From an optimization exercise on the open Yosys and OpenROAD flow, aimed at small area, a short achievable clock period and few clock cycles; shortcuts taken in it are not production practice.
Function was checked by simulation only, so behaviour that the tests miss may differ from the original.

Setup of trial 5:
==> flow/design.v (excerpt) <==
module muldiv_unit_mq #(
  parameter int XLEN       = 32,
  parameter int HART_ID_W  = 1,
  parameter int REG_ADDR_W = 5
) (
  input  logic                  clk,
  input  logic                  rst_n,
  input  logic                  muldiv_start,
  input  logic [2:0]            muldiv_op,
  input  logic [XLEN-1:0]       muldiv_a,
  input  logic [XLEN-1:0]       muldiv_b,
  input  logic [HART_ID_W-1:0]  muldiv_hart_id,
  input  logic [REG_ADDR_W-1:0] muldiv_rd,
  input  logic                  muldiv_kill,
  input  logic [HART_ID_W-1:0]  muldiv_kill_hart_id,
  output logic                  muldiv_busy,
  output logic                  muldiv_done,
  output logic [XLEN-1:0]       muldiv_result,
  output logic [HART_ID_W-1:0]  muldiv_done_hart_id,
  output logic [REG_ADDR_W-1:0] muldiv_done_rd
);
For scale: ~5800 cells after synthesis, roughly 290 flip-flops, roughly 120 I/O pins, roughly 39000 sq um of cells after synthesis.
clock: 10.0 ns
lec_check: 0
abc_area: 1
cap_margin: 20
core_margin: 2
core_utilization: 40
setup_slack_margin: 5
slew_margin: 20
run.sh (not shown) runs the stock make flow with config.mk's settings and CLKGATE_MAP_FILE= SYNTH_SCRIPT=/design/flow/synth_recipe.tcl, a recipe that flattens the netlist after the stock synthesis.
Trial 5 | status: complete | timing, DRC, antenna: pass
Testbench counts of trial 5, summed over its fixed seeds: cycles 5,401.
### trial 5 -> trial 17
--- a/flow/design.v
+++ b/flow/design.v
@@ -20,25 +20,25 @@
   output logic [REG_ADDR_W-1:0] muldiv_done_rd
 );
   localparam logic [2:0] ST_IDLE = 3'd0;
   localparam logic [2:0] ST_M0   = 3'd1;
   localparam logic [2:0] ST_M1   = 3'd2;
   localparam logic [2:0] ST_NORM = 3'd3;
   localparam logic [2:0] ST_DIV  = 3'd4;
   logic [2:0]            st_q;
   logic [3:0]            cnt_q;
   logic [2:0]            op_q;
   logic [HART_ID_W-1:0]  hart_q, fhart_q, dhart_q;
   logic [REG_ADDR_W-1:0] rd_q, frd_q, drd_q;
-  logic                  fin_q, fhi_q, fneg_q, done_q;
+  logic                  fin_q, fhi_q, done_q;
   logic [31:0]           res_q;
   logic [32:0]           a_q;      
   logic [31:0]           b_q;      
   logic [63:0]           s_q;      
   logic [63:0]           c_q;      
   logic                  zero_q;   
   logic                  neg_q;    
   logic                  skip_q;   
   logic kill_cur, last, accept;
   assign kill_cur    = muldiv_kill && (hart_q == muldiv_kill_hart_id);
   assign muldiv_busy = (st_q != ST_IDLE) && !last;
   assign accept      = muldiv_start && !muldiv_busy;
@@ -942,55 +942,53 @@
           pp[i] = pp[i] & pp[i-d];
         end
     c = {gg[31:0], 1'b1};
     ksub33 = {gg[32], p ^ c};
   endfunction
   logic [4:0] za, zb;
   logic [5:0] sh;
   logic [4:0] sh2;
   logic       early;
   assign za    = clz(b_q);              
   assign zb    = clz(a_q[31:0]);        
   assign sh    = {1'b0, zb} - {1'b0, za};
-  logic [31:0] dpfx, dmask;
-  always_comb begin
-    dpfx = a_q[31:0];
-    for (int d = 1; d < 32; d = d * 2)
-      for (int i = 0; i < 32; i++)
-        if (i + d < 32) dpfx[i] = dpfx[i] | dpfx[i+d];
-    dmask = ~{1'b0, dpfx[31:1]};
-  end
-  assign early = zero_q || ((b_q & dmask) == '0);
+  assign early = zero_q || sh[5];
   assign sh2   = sh[4:0] | 5'd1;
   logic [33:0] d1, d2;
   logic        q1, q0;
   logic [32:0] r1, r2;
   assign d1 = ksub33(s_q[32:0], a_q);
   assign q1 = d1[33];
   assign r1 = q1 ? d1[32:0] : s_q[32:0];
   assign d2 = ksub33(r1, {1'b0, a_q[32:1]});
   assign q0 = d2[33];
   assign r2 = q0 ? d2[32:0] : r1;
+  logic [31:0] dq, dr, dsel;
+  always_comb begin
+    if (st_q == ST_NORM) begin
+      dq = zero_q ? '1 : '0;
+      dr = b_q;
+    end else begin
+      dq = {b_q[29:0], q1, q0};
+      dr = r2[31:0];
+    end
+    dsel = op_q[1] ? dr : dq;
+  end
   logic        div_mode;
   logic [63:0] s_div;
   assign div_mode = (st_q == ST_NORM) || (st_q == ST_DIV);
   always_comb begin
-    if (st_q == ST_DIV)
-      s_div = (last && !op_q[1]) ? {32'd0, b_q[29:0], q1, q0} : {31'd0, r2};
-    else if (!early)
-      s_div = {32'd0, b_q};
-    else if (op_q[1])
-      s_div = {32'd0, b_q};                        
-    else
-      s_div = {32'd0, zero_q ? 32'hFFFF_FFFF : 32'd0};
+    if (last)                 s_div = {neg_q ? ~dsel : dsel, 32'hFFFF_FFFF};
+    else if (st_q == ST_NORM) s_div = {31'd0, 1'b0, b_q};
+    else                      s_div = {31'd0, r2};
   end
   always_comb begin
     case (st_q)
       ST_M1:   last = 1'b1;
       ST_NORM: last = early;
       ST_DIV:  last = (cnt_q == '0);
       default: last = 1'b0;
     endcase
   end
   always_ff @(posedge clk or negedge rst_n) begin
     if (!rst_n) begin
       st_q   <= ST_IDLE;
@@ -998,33 +996,32 @@
       done_q <= 1'b0;
     end else begin
       fin_q  <= (st_q != ST_IDLE) && last && !kill_cur;
       done_q <= fin_q && !(muldiv_kill && (fhart_q == muldiv_kill_hart_id));
       if (accept)                 st_q <= in_div ? ST_NORM :
                                          skip_in ? ST_M1 : ST_M0;
       else if (last || kill_cur)  st_q <= ST_IDLE;
       else if (st_q == ST_M0)     st_q <= ST_M1;
       else if (st_q == ST_NORM)   st_q <= ST_DIV;
     end
   end
   logic [63:0] psum;
-  assign psum = (s_q ^ {32'd0, {32{fneg_q}}}) + c_q;
+  assign psum = s_q + c_q;
   always_ff @(posedge clk) begin
     res_q   <= fhi_q ? psum[63:32] : psum[31:0];
     dhart_q <= fhart_q;
     drd_q   <= frd_q;
     fhart_q <= hart_q;
     frd_q   <= rd_q;
-    fhi_q   <= (op_q[1:0] != 2'd0) && !op_q[2];
-    fneg_q  <= neg_q && op_q[2];
+    fhi_q   <= (op_q != 3'd0);
     cnt_q   <= cnt_q - 4'd1;
     s_q     <= div_mode ? s_div : tree_s;
     c_q     <= div_mode ? {63'd0, neg_q} : tree_c;
     case (st_q)
       ST_NORM: begin
         cnt_q <= sh2[4:1];
         a_q   <= {1'b0, a_q[31:0]} << sh2[4:0];
         b_q   <= '0;
       end
       ST_DIV: begin
         a_q   <= {2'b0, a_q[32:2]};
         b_q   <= {b_q[29:0], q1, q0};
Findings:
- Diff trial 5 -> trial 17 | critical path depth | increase of 3
- ~same worst hold slack in trial 17 and trial 5
- Sequential share of cell area ended up 0.25 points lower on trial 17 than on trial 5.
- The global-route usage reported for trial 17 is greater than that of trial 5 by 3.0 points.
- There was hardly any difference in clock skew between trial 5 and trial 17.
- Trial 17: via count of the first global-routing pass is 1.3% higher than what trial 5 reported.
- The critical path class comes out reg -> out in one run and reg -> reg in the other, namely in trial 17 and trial 5 respectively.
- Instance count of the mapped netlist (higher): trial 5
- Trial 5 has a lower wire length reported by the detailed router than trial 17.
- Taking trial 5 as the reference, in trial 17 overall via count from detail_route now sits higher.
Testbench counts of trial 17, summed over its fixed seeds: cycles 5,402.

## separate check: timing with driven ports
How much do the figures lean on ideal ports? The routed layouts below were timed once more, with nothing changed but the port constraints.
Step 1: set_driving_cell puts a clkbuf_16 on clk and a buf_2 on each other input, an assumption about the parent block.
Step 2 also shifts input and output timing later by t, the mid clock arrival at the registers, as if the neighbouring blocks saw the same clock.
Three values: no drivers, after step 1, after step 2; two values: the first two.
run	t, ns	setup WS [ns]	worst setup path after step 2
trial 5	0.696	4.904 / 4.904 / 4.397	input to register
trial 17	0.711	4.205 / 4.128 / 4.436	input to register
After both steps setup and hold are still met in every run listed. The setup slack of trial 5, which loses most, moves by 0.000 ns with the drivers and by -0.507 ns with both steps.
